Background: an optimization exercise with open tools, aiming at small area and a short achievable clock period. Do not read the settings as production practice.
The RTL was checked by simulation tests, not by an equivalence proof against the original design.
Power is estimated from default activity; no workload was simulated.

==> flow/design.v (excerpt) <==
module icap_bitstream_feeder #(
  parameter int FIFO_DEPTH = 8,
  parameter int NUM_W      = 21,
  parameter int BIT_SWAP   = 1
) (
  input  logic                  clk,
  input  logic                  rst,
  input  logic                  i_start,
  input  logic [NUM_W-1:0]      i_num_reads,
  input  logic                  i_abort,
  output logic                  o_ddr_rd,
  input  logic [pr_pkg::DDR_BEAT_W-1:0] i_ddr_data,
  input  logic                  i_ddr_rd_data_valid,
  input  logic                  i_ddr_rd_done,
  output logic                  o_config_buff_full,
  input  logic                  i_icap_hold,
  output logic                  o_icap_csib,
  output logic                  o_icap_rdwrb,
  output logic [pr_pkg::ICAP_W-1:0]     o_icap_data,
  output logic                  o_busy,
  output logic                  o_done,
  output logic                  o_err_ovf,
  output logic [1:0]            o_dbg_state
);
  localparam int NROW  = FIFO_DEPTH + 1;
  localparam int NWORD = pr_pkg::WORDS_PER_BEAT;
  localparam int W     = pr_pkg::ICAP_W;
  localparam int BW    = pr_pkg::DDR_BEAT_W;
  logic [FIFO_DEPTH-1:0] occ_q, occ_d;
  logic [1:0]            state_q, state_d;
  logic [NUM_W-1:0]      rem_q, rem_d;
  logic                  err_ovf_q, err_ovf_d;
  logic [NROW-1:0]       head_q, head_d;
  logic [NROW-1:0]       wr_q, wr_d;
  logic                  ser_vld_q, ser_vld_d;
  logic [NWORD-1:0]      idx_q, idx_d;
  logic [NROW-1:0]       rd_row_q, rd_row_d;
  logic [NWORD-1:0]      rd_idx_d;
  localparam int RGRP  = 3;
  localparam int NGRP  = (NROW + RGRP - 1) / RGRP;
  logic [NGRP-1:0][NWORD-1:0] rd_sel_q, rd_sel_d;
  logic [W-1:0]          word_q, word_d;
  logic [NROW-1:0]       we_q, we_d, keep_q;
  logic [BW-1:0]         mem_q [NROW];
  logic                  vld_o_d;
  logic                  run_q, busy_q, done_q, bfull_q, vld_o_q;
  logic                  nbusy_q;
  logic [1:0]            nstate_q;
  logic [1:0]            st;
  logic                  rem1_q, rem1_d;
  logic [NUM_W-1:0]      rem_dec;
  logic run, drain, busy;
  logic flush, push_req, do_push, fifo_empty, fifo_full;
  logic consume, last_word, ser_load, head_free;
  logic [W-1:0] raw_word;
  assign st         = ~nstate_q;
  assign run        = (st == 2'd1);
  assign drain      = (st == 2'd2);
  assign busy       = ~nbusy_q;
  ...
Size in the first run: about 2500 flip-flops, ~330 I/O pins, about 89000 sq um of cells after synthesis.
export LEC_CHECK = 0
export CAP_MARGIN = 20
export CORE_MARGIN = 2
export CORE_UTILIZATION = 58
export PLACE_DENSITY = 0.72
export SETUP_SLACK_MARGIN = 1.75
export SLEW_MARGIN = 20
create_clock -name core_clock -period 3.8 [get_ports {clk}]
standard.sh (not shown) runs the stock make flow with config.mk's settings and CLKGATE_MAP_FILE= SYNTH_SCRIPT=/design/flow/synth_recipe.tcl, a recipe that flattens the netlist after the stock synthesis.
==> flow/flow/run.sh <==
#!/bin/bash
# The standard ORFS layout, with two changes:
#  - ports are buffered with the smallest buffer (repair upsizes where timing needs it)
#    instead of the delay buffer buffer_ports picks on its own;
#  - the clock tree uses larger sink clusters of clkbuf_16 leaves and no dummy loads.
set -euo pipefail
export BUFFER_PORTS_ARGS="-buffer_cell sky130_fd_sc_hd__buf_1"
export CTS_ARGS="-sink_clustering_enable -repair_clock_nets -sink_clustering_size 30 -sink_clustering_max_diameter 65 -buf_list {sky130_fd_sc_hd__clkbuf_8 sky130_fd_sc_hd__clkbuf_16} -dont_use_dummy_load"
bash standard.sh synth > synth.log 2>&1
bash standard.sh floorplan > floorplan.log 2>&1
bash standard.sh place > place.log 2>&1
bash standard.sh cts > cts.log 2>&1
bash standard.sh finish > finish.log 2>&1
Edit:
- CORE_UTILIZATION: 58 -> 50
- PLACE_DENSITY: 0.72 -> 0.62
- SETUP_SLACK_MARGIN: 1.75 -> 1.55
Cell area goes down by 1.4%.
Worst hold slack got worse by 0.11 ns.
Power is about the same.
Setup slack loses 0.11 ns.
Non-clock buffer count came out lower by 114.
Routed wire length came out lower by 2.0%.
Combinational power drops by about 2%.
Edit:
==> flow/flow/run.sh (replaced) <==
#!/bin/bash
# The standard ORFS layout, with three changes:
#  - synthesis is the standard one except that abc maps the logic with an
#    area-oriented script (flow/abc_area_nf.script); flip-flops are untouched;
#  - ports are buffered with the smallest buffer (repair upsizes where timing needs it)
#    instead of the delay buffer buffer_ports picks on its own;
#  - the clock tree uses larger sink clusters of clkbuf_16 leaves and no dummy loads.
set -euo pipefail
here=$(pwd)
export BUFFER_PORTS_ARGS="-buffer_cell sky130_fd_sc_hd__buf_1"
export CTS_ARGS="-sink_clustering_enable -repair_clock_nets -sink_clustering_size 30 -sink_clustering_max_diameter 65 -buf_list {sky130_fd_sc_hd__clkbuf_8 sky130_fd_sc_hd__clkbuf_16} -dont_use_dummy_load"
export FLOW_ABC_SCRIPT=$here/flow/abc_area_nf.script
bash standard.sh SYNTH_SCRIPT=$here/flow/synth_abc.tcl synth > synth.log 2>&1
grep -q "abc with" orfs/logs/*/icap_bitstream_feeder/base/1_2_yosys.log
bash standard.sh floorplan > floorplan.log 2>&1
bash standard.sh place > place.log 2>&1
bash standard.sh cts > cts.log 2>&1
bash standard.sh finish > finish.log 2>&1
==> flow/flow/abc_area_nf.script (new file) <==
&get -n
&st
&dch
&nf -a
&put
topo
stime -c
buffer -c
upsize -c
dnsize -c
==> flow/flow/synth_abc.tcl (new file) <==
# synth_recipe.tcl (the standard synthesis) with one change: abc maps with
# flow/abc_area_nf.script instead of the ABC speed script. Everything else,
# flip-flop mapping included, is the standard synthesis.
proc synth {args} { yosys synth -nofsm -noshare {*}$args }
proc abc {args} {
  set i [lsearch -exact $args -script]
  if {$i >= 0} {
    set args [lreplace $args [expr {$i+1}] [expr {$i+1}] $::env(FLOW_ABC_SCRIPT)]
  }
  puts "abc with $::env(FLOW_ABC_SCRIPT): $args"
  yosys abc {*}$args
}
source $::env(SCRIPTS_DIR)/synth.tcl
# left out here: clear keep_hierarchy, flatten, clean up, hide names made inside functions, write 1_2_yosys.v
- SETUP_SLACK_MARGIN: 1.55 -> 1.65
=> Setup slack is worse by 0.32 ns. Design area increases by 2.7%. Maximum frequency drops by 13%. Sequential share of layout area came out lower by 1.3 points. Wire length grows by 15%. Power fell by 1.6%. Clock skew increases by 0.0070 ns. Final cell count hardly moves. Count of clock-buffer cells in the layout rose by 1.

static timing again, ports no longer ideal:
How much do the figures lean on ideal ports? The routed layouts below were timed once more, with nothing changed but the port constraints.
Step 1, drivers: a clkbuf_16 drives clk and a buf_2 each remaining input, both assumed.
Step 2 times the ports against the registers' clock, not the clock port: input delays grow and output delays shrink by t, the midpoint of the rising clock arrivals with the driver on.
Slacks: no drivers / after step 1 / after step 2; pairs: no drivers / after step 1.
| run | t, ns | slack for setup (ns) | hold slack, ns | worst setup path after step 2 |
|---|---|---|---|---|
| the first run | 0.897 | 1.675 / 1.584 / 1.264 | 0.172 / 0.100 / 0.475 | input to register |
| the second run | 0.891 | 1.567 / 1.488 / 1.182 | 0.062 / -0.006 / 0.471 | input to register |
| the third run | 0.907 | 1.247 / 1.247 / 1.138 | 0.153 / 0.096 / 0.473 | input to register |
After both steps every run listed still meets setup and hold. For the first run, which loses most, drivers alone change the setup slack by -0.091 ns; drivers and shift together by -0.411 ns.
